Background: an optimization exercise with open tools, aiming at small area. Do not read the settings as production practice. Only simulation tests tie the RTL to the original design; equivalence was not proved. No activity file was given, so power comes from the tool's default toggle rates.

Design fhe_ctrl_top, start of the top module:
module fhe_ctrl_top #(
	parameter int INST_ID_WIDTH = 6
) (
	input  logic                       clk,
	input  logic                       rstn,
	input  logic [fhe_ctrl_pkg::AXIL_ADDR_WIDTH-1:0] awaddr,
	input  logic                       awvalid,
	output logic                       awready,
	input  logic [fhe_ctrl_pkg::AXIL_DATA_WIDTH-1:0] wdata,
	input  logic                       wvalid,
	output logic                       wready,
	output logic [1:0]                 bresp,
	output logic                       bvalid,
	input  logic                       bready,
	input  logic [fhe_ctrl_pkg::AXIL_ADDR_WIDTH-1:0] araddr,
	input  logic                       arvalid,
	output logic                       arready,
	output logic [fhe_ctrl_pkg::AXIL_DATA_WIDTH-1:0] rdata,
	output logic [1:0]                 rresp,
	output logic                       rvalid,
	input  logic                       rready,
	input  fhe_ctrl_pkg::fifo_status_t               fifo_status,
	output fhe_ctrl_pkg::rlwe_cfg_t                  rlwe_cfg,
	output fhe_ctrl_pkg::lwe_cfg_t                   lwe_cfg,
	output logic                       inst_wr_en,
	output fhe_ctrl_pkg::rob_cmd_t                   rob_cmd,
	output fhe_ctrl_pkg::key_cmd_t                   key_cmd,
	output logic [INST_ID_WIDTH-1:0]   inst_id
);
Size: ~1100 cells after synthesis, ~270 flip-flops, roughly 490 I/O pins, about 12000 µm² of cells after synthesis.
==> flow/config.mk <==
export PLATFORM = sky130hd
export DESIGN_NAME = fhe_ctrl_top
export DESIGN_NICKNAME = fhe_ctrl_top
export VERILOG_FILES = /design/flow/design.v
export SDC_FILE = /design/flow/constraint.sdc
export NUM_CORES = 4
export LEC_CHECK = 0
export CAP_MARGIN = 20
export CORE_MARGIN = 2
export CORE_UTILIZATION = 40
export SLEW_MARGIN = 20
==> flow/constraint.sdc <==
create_clock -name core_clock -period 6.0 [get_ports {clk}]
set_input_delay 1.2000 -clock core_clock [delete_from_list [all_inputs] [get_ports {clk}]]
set_output_delay 1.2000 -clock core_clock [all_outputs]
set_load 0.01 [all_outputs]
standard.sh (not shown) runs the stock make flow with config.mk's settings and CLKGATE_MAP_FILE= SYNTH_SCRIPT=/design/flow/synth_recipe.tcl, a recipe that flattens the netlist after the stock synthesis.
==> flow/flow/run.sh <==
#!/bin/bash
# Standard ORFS layout (the standard.sh, unchanged synthesis), with the
# port buffers made of the smallest buffer cell and power recovery (gate
# downsizing on paths with slack) after global routing.
set -euo pipefail
bash standard.sh \
	"BUFFER_PORTS_ARGS=-buffer_cell sky130_fd_sc_hd__buf_1" \
	RECOVER_POWER=100 \
	finish > standard_flow.log 2>&1
The starting point reached the layout checks and failed them: max-capacitance violations, max-slew violations.
Then changed:
==> flow/flow/run.sh (replaced) <==
#!/bin/bash
# The standard layout (standard.sh: unchanged synthesis, floorplan, power
# grid, placement, routing) with two changes:
#  - the port buffers that buffer_ports inserts are the smallest buffer cell
#    (every input and output port still gets its own buffer);
#  - clock tree synthesis without dummy loads, larger sink clusters and
#    the default clkbuf_16 buffers (the clock port still drives only the root buffer).
# make's full output goes to standard_flow.log; ORFS keeps each step's own
# log under orfs/logs/.
set -euo pipefail
bash standard.sh \
	"BUFFER_PORTS_ARGS=-buffer_cell sky130_fd_sc_hd__buf_1" \
	"CTS_ARGS=-sink_clustering_enable -repair_clock_nets -dont_use_dummy_load -sink_clustering_size 25 -sink_clustering_max_diameter 120" \
	finish > standard_flow.log 2>&1
--- a/flow/config.mk
+++ b/flow/config.mk
@@ -8,4 +8,4 @@
 export CAP_MARGIN = 20
 export CORE_MARGIN = 2
-export CORE_UTILIZATION = 40
+export CORE_UTILIZATION = 55
 export SLEW_MARGIN = 20
Outcome: With this change the flow ran to the end with no violations. Count of clock-buffer cells in the layout falls by 35. Setup slack loses 0.015 ns. Design area fell by about 5.4%. Power goes down by about 20%. Hold slack is worse by 0.030 ns. Global-route usage went up by 7.0 points. Utilization came out higher by 16 points. Routed wire length is lower by about 9%. Sequential power barely changes. Die area went down by about 27%.


job 101:
Starting RTL as in the previous note.
export LEC_CHECK = 0
export CAP_MARGIN = 20
export CORE_MARGIN = 2
export CORE_UTILIZATION = 55
export SETUP_SLACK_MARGIN = 0.1
export SLEW_MARGIN = 20
create_clock -name core_clock -period 6.0 [get_ports {clk}]
==> flow/flow/run.sh <==
#!/bin/bash
# Layout flow: the standard layout (standard.sh) with these changes:
#  1. after the standard synthesis, its combinational cells are re-mapped by
#     ABC for area (registers, full-adder and tie cells untouched; each full adder
#     is first rewritten as the identical ~fa(~a,~b,~c) so ABC can drop the
#     inverters synthesis put around the adder chains); the result is used
#     only if a SAT proof shows it equivalent to the standard netlist;
#  2. the port buffers from buffer_ports are the smallest buffer cell (every
#     input and output port still gets its own buffer);
#  3. clock tree synthesis without dummy loads and with larger sink clusters
#     (the clock port still drives only the root clock buffer).
# Each tool's output goes to its own log in this folder; ORFS keeps each
# step's log under orfs/logs/.
set -euo pipefail
W=$(pwd)
F=$W/flow
R=$W/orfs/results/$FLOW_PLATFORM/fhe_ctrl_top/base
LIB=$FLOW_HOME/platforms/$FLOW_PLATFORM/lib/sky130_fd_sc_hd__tt_025C_1v80.lib
YOSYS=$FLOW_HOME/../tools/install/yosys/bin/yosys
[ -x "$YOSYS" ] || YOSYS=$(command -v yosys)
KNOBS=(
	"BUFFER_PORTS_ARGS=-buffer_cell sky130_fd_sc_hd__buf_1"
	"CTS_ARGS=-sink_clustering_enable -repair_clock_nets -dont_use_dummy_load -sink_clustering_size 25 -sink_clustering_max_diameter 120"
)

bash standard.sh "${KNOBS[@]}" synth > synth_standard.log 2>&1

mkdir -p remap
cp "$R/1_2_yosys.v" remap/netlist_standard.v
if python3 "$F/fainv.py" remap/netlist_standard.v remap/netlist_fainv.v > remap/fainv.log 2>&1 &&
	python3 "$F/remap.py" "$YOSYS" "$LIB" "$FLOW_HOME/platforms/$FLOW_PLATFORM/config.mk" \
		remap/netlist_fainv.v remap/netlist_remap.v "$F/area.abc" remap/yosys_remap.log &&
	python3 "$F/equiv.py" "$YOSYS" "$LIB" remap/netlist_standard.v remap/netlist_remap.v remap remap/yosys_equiv.log; then
	echo "using the re-mapped netlist" > remap/status.txt
	cp remap/netlist_remap.v "$R/1_2_yosys.v"
	rm -f "$R/1_synth.odb" "$R/1_synth.sdc"
else
	echo "re-map failed or not proven; keeping the standard netlist" > remap/status.txt
fi

bash standard.sh "${KNOBS[@]}" finish > flow_standard.log 2>&1
==> flow/flow/area.abc <==
strash
&get -n
&st
&dch -f
&nf -a -R 1000
&put
Other scripts of this flow, unchanged in this note and not shown: flow/flow/buf1.v, flow/flow/cutff.py, flow/flow/equiv.py, flow/flow/fainv.py, flow/flow/remap.py
Job 101 ended with every stage complete and zero timing, DRC or antenna violations.
## Diff of input files: job 102 against job 101
--- a/flow/flow/area.abc
+++ b/flow/flow/area.abc
@@ -3,0 +4 @@
+&deepsyn -J 300 -T 60
Findings:
Relative to job 101, utilization has increased by 0.64 points in job 102. The higher wire length of the first global-routing pass came out of job 101. The final reports for job 102 and job 101 show vertical die dimension lower in the former. Number of signal-net buffers in the layout: lower on job 102. Taking job 101 as the reference, in job 102 post-synth design cell area decreased by 2.2% relative to the old numbers; setup slack of the critical path after layout went down by 0.039 ns.

==> re-timing with driven ports <==
The flow's constraints put no driver on any port. The routed layouts listed below were extracted and timed again, unchanged, in two steps.
Step 1 assumes that a clkbuf_16 drives the clock port and a buf_2 every other input.
Step 2 also shifts input and output timing later by t, the mid clock arrival at the registers, as if the neighbouring blocks saw the same clock.
Slacks: ideal / step 1 / step 2; pairs: ideal / step 1.
run	t (ns)	slack for setup (ns)	latest minus earliest clock arrival (ns)	worst slew at a driven data input, ns
the first run of note 1	0.585	0.105 / 0.055 / 0.641	0.011 / 0.011	0.08
the second run of note 1	0.526	0.090 / 0.039 / 0.565	0.043 / 0.043	0.09
job 101	0.530	0.176 / 0.126 / 0.656	0.027 / 0.027	0.08
job 102	0.530	0.136 / 0.083 / 0.614	0.025 / 0.025	0.12
